This design comes from an exercise in tuning for small area, a short achievable clock period and few clock cycles per item on the open sky130 flow, not from production work.
At most, simulation tests tie the RTL to the original design; equivalence was not proved.
Power figures rest on the tool's default switching activity, not on a simulated workload.

// bresenham_line_stepper_top
module bresenham_line_stepper_top (
    input  wire logic                            aclk,
    input  wire logic                            aresetn,
    input  wire logic                            cfg_wr_en,
    input  wire logic [bls_pkg::CFG_IDX_W-1:0]   cfg_index,
    input  wire logic [bls_pkg::CFG_DATA_W-1:0]  cfg_wdata,
    input  wire logic                            s_tvalid,
    output logic                                 s_tready,
    input  wire logic [103:0]                    s_tdata,
    input  wire logic                            s_tuser,
    output logic                                 m_tvalid,
    input  wire logic                            m_tready,
    output logic [103:0]                         m_tdata,
    output logic                                 m_tuser,
    output logic                                 m_tlast
);
==> flow/config.mk <==
export PLATFORM = sky130hd
export DESIGN_NAME = bresenham_line_stepper_top
export DESIGN_NICKNAME = bresenham_line_stepper_top
export VERILOG_FILES = /design/flow/design.v
export SDC_FILE = /design/flow/constraint.sdc
export NUM_CORES = 4
export LEC_CHECK = 0
export CAP_MARGIN = 20
export CORE_MARGIN = 2
export CORE_UTILIZATION = 40
export CTS_BUF_LIST = sky130_fd_sc_hd__clkbuf_8
export CTS_CLUSTER_SIZE = 30
export SETUP_SLACK_MARGIN = 3.75
export SLEW_MARGIN = 20
==> flow/constraint.sdc <==
create_clock -name core_clock -period 8.5 [get_ports {aclk}]
set_input_delay 1.7000 -clock core_clock [delete_from_list [all_inputs] [get_ports {aclk}]]
set_output_delay 1.7000 -clock core_clock [all_outputs]
set_load 0.01 [all_outputs]
standard.sh (not shown) runs the stock make flow with config.mk's settings and CLKGATE_MAP_FILE= SYNTH_SCRIPT=/design/flow/synth_recipe.tcl, a recipe that flattens the netlist after the stock synthesis.
==> flow/flow/run.sh <==
#!/bin/bash
# The standard layout (the standard.sh), with the port buffers made from buf_1 cells
# instead of the buffer that buffer_ports picks by default. Every port still gets a buffer.
set -euo pipefail
export BUFFER_PORTS_ARGS="-buffer_cell sky130_fd_sc_hd__buf_1"
bash standard.sh > standard.log 2>&1
Testbench counts at the start, summed over its fixed seeds: cycles 300,770, items 279,162.
Change:
--- a/flow/design.v
+++ b/flow/design.v
@@ -81,14 +81,16 @@
                     p[i] = p[i] & p[j];
                 end
         sk_add = p0 ^ {g[27:0], 1'b0};
     endfunction
     logic               vld_reg, busy_reg, stp_reg, act_reg, pix_reg, last_reg, win_reg;
     logic               b0_reg, b1_reg, b2_reg;    
     logic               prep_reg;                  
+    logic               hm_reg;                    
+    logic               sd_reg, sa_reg, si_reg;    
     logic [1:0]         it_reg;                    
     logic [15:0]        x_reg, y_reg;
     logic [COLOR_W-1:0] col_reg;
     logic [15:0]        dx_reg, dy_reg;    
     logic               sxn_reg, syn_reg;
     logic [18:0]        f1_reg, f2_reg;
     logic [15:0]        cnt_reg;
@@ -111,17 +113,17 @@
     assign start     = accept && (s_tuser == REQ_START);
     assign step      = accept && (s_tuser == REQ_STEP) && act_reg;
     assign idle_step = accept && (s_tuser == REQ_STEP) && !act_reg;
     assign recalc    = cfg_wr_en && act_reg && (cfg_index[2:1] == 2'b01);
     assign load      = start || recalc;
     logic it_last, s_diff, s_abs, s_init;
     assign it_last = busy_reg && (it_reg == 2'd3);
-    assign s_diff  = busy_reg && stp_reg && b0_reg;
-    assign s_abs   = busy_reg && stp_reg && b1_reg;
-    assign s_init  = busy_reg && stp_reg && b2_reg;
+    assign s_diff  = sd_reg;
+    assign s_abs   = sa_reg;
+    assign s_init  = si_reg;
     logic mv_x, mv_y;
     assign mv_x = !f1_reg[18];
     assign mv_y = f2_reg[18];
     logic [18:0] dx2, dy2, f1_base, f2_base, f1_a, f2_a, f1_b, f2_b;
     logic [18:0] f1_s, f1_c, f2_s, f2_c, f1_new, f2_new;
     logic        f1_neg, f2_neg;
     assign dx2    = {2'b00, dx_reg, 1'b0};
@@ -244,34 +246,34 @@
     assign wy      = start ? (skip_in ? wy_in1 : wy_in0) : wy_rg;
     assign xr      = start ? (skip_in ? xr_in1 : xr_in0) : xr_rg;
     function automatic logic [LW-1:0] prow(input logic [2:0] s, input logic [15:0] m);
         logic [16:0] mag;
         mag = s[0] ? {m, 1'b0} : s[1] ? {1'b0, m} : 17'd0;
         prow = {{12{s[2]}}, mag ^ {17{s[2]}}};
     endfunction
+    logic [2:0]    cyh, cyl;
     logic [LW-1:0] lin_base, r_yh, r_yl, r_x, s1, c1, s2, c2, lin_next;
-    logic [LW-1:0] st_p, st_b;
     logic [4:0]    bstep;
     assign bstep = sxn_reg ? -{1'b0, bpp_reg} : {1'b0, bpp_reg};
-    assign st_p  = {{13{syn_reg}}, row_pitch_reg ^ {16{syn_reg}}};
-    assign st_b  = {{24{bstep[4]}}, bstep};
     always_comb begin
-        if (busy_reg) begin
+        if (hm_reg) begin
+            cyh = syh_reg;
+            cyl = syl_reg;
             lin_base = b0_reg ? '0 : (lin_reg << 4);
-            lin_base[2] = syh_reg[2];
+            lin_base[2] = cyh[2];
             lin_base[0] = xcn_reg;
-            r_yh = (prow(syh_reg, row_pitch_reg) << 2) | {28'd0, syl_reg[2]};
-            r_yl = prow(syl_reg, row_pitch_reg);
-            r_x  = {{22{xcn_reg}}, {xcm_reg ^ {7{xcn_reg}}}};
+            r_x = {{22{xcn_reg}}, {xcm_reg ^ {7{xcn_reg}}}};
         end else begin
+            cyh = 3'b000;
+            cyl = {mv_y && syn_reg, mv_y, 1'b0};
             lin_base = lin_reg;
-            r_yh = {28'd0, mv_y && syn_reg};
-            r_yl = st_p & {LW{mv_y}};
-            r_x  = st_b & {LW{mv_x}};
+            r_x = mv_x ? {{24{bstep[4]}}, bstep} : '0;
         end
+        r_yh = (prow(cyh, row_pitch_reg) << 2) | {28'd0, cyl[2]};
+        r_yl = prow(cyl, row_pitch_reg);
         s1 = lin_base ^ r_yh ^ r_yl;
         c1 = ((lin_base & r_yh) | (lin_base & r_yl) | (r_yh & r_yl)) << 1;
         s2 = s1 ^ c1 ^ r_x;
         c2 = ((s1 & c1) | (s1 & r_x) | (c1 & r_x)) << 1;
         lin_next = sk_add(s2, c2);
     end
     always_ff @(posedge aclk) begin
@@ -300,14 +302,18 @@
         end
     end
     always_ff @(posedge aclk) begin
         if (start) it_reg <= {1'b0, skip_in};
         else if (recalc) it_reg <= {1'b0, skip_rg};
         else if (busy_reg && !prep_reg) it_reg <= it_reg + 2'd1;
         prep_reg <= recalc;
+        hm_reg   <= aresetn && !recalc && (start || prep_reg || (hm_reg && !it_last));
+        sd_reg   <= start;
+        sa_reg   <= sd_reg && aresetn;
+        si_reg   <= sa_reg && aresetn;
         b0_reg <= start || (prep_reg && !load);
         b1_reg <= b0_reg && !load;
         b2_reg <= b1_reg && !load;
         if (start) stp_reg <= 1'b1;
         else if (recalc) stp_reg <= 1'b0;
         syh_reg <= bdec(wy[4:2]);
         syl_reg <= bdec(wy[2:0]);
@@ -345,15 +351,15 @@
         end
         if (step || s_diff || s_abs || s_init) begin
             f1_reg <= f1_new;
             f2_reg <= f2_new;
         end
         if (s_init) cnt_reg <= (dx_reg < dy_reg) ? dy_reg : dx_reg;
         else if (step) cnt_reg <= cnt_reg - 16'd1;
-        if (step || (busy_reg && !prep_reg)) lin_reg <= lin_next;
+        if (step || hm_reg) lin_reg <= lin_next;
     end
     assign m_tvalid = vld_reg;
     assign m_tuser  = pix_reg;
     assign m_tlast  = last_reg;
     assign m_tdata  = {7'b0, col_reg, 3'b000, win_reg ? lin_reg : {LW{1'b0}}, win_reg,
                        y_reg, x_reg};
 endmodule
Result: Maximum frequency climbs slightly; utilization goes down by 0.73 points; clock-buffer cell count went down by 3; total power went up by a quarter to a third; wire length drops by a few percent; first-iteration DRC count rises slightly; clock skew is higher by 0.024 ns; cell count stays flat; global-route usage goes down by 1.8 points; design area increases slightly; clock power stays flat.
No functional check of the RTL was part of the second run of this note.

afterwards: timing with drivers on the ports:
In the flow no input, the clock included, has a driving cell. The finished layouts below were timed again as built, in two steps.
Step 1 (the two cells are an assumption about what drives the block):
set clk [get_ports {aclk}]
set_driving_cell -lib_cell sky130_fd_sc_hd__clkbuf_16 $clk
set_driving_cell -lib_cell sky130_fd_sc_hd__buf_2 [delete_from_list [all_inputs] $clk]
Step 2 also shifts input and output timing later by t, the mid clock arrival at the registers, as if the neighbouring blocks saw the same clock.
Three values: ideal, step 1, step 2; two values: the first two.
| run | t, ns | slack for setup (ns) | worst data-port slew with drivers (ns) | pins driven straight from the clock port |
|---|---|---|---|---|
| the first run | 0.727 | 3.813 / 3.813 / 3.274 | 0.10 | 1 |
| the second run | 0.721 | 3.833 / 3.844 / 3.135 | 0.09 | 1 |
After both steps setup and hold are still met in every run listed. The setup slack of the second run, which loses most, moves by +0.011 ns with the drivers and by -0.698 ns with both steps.
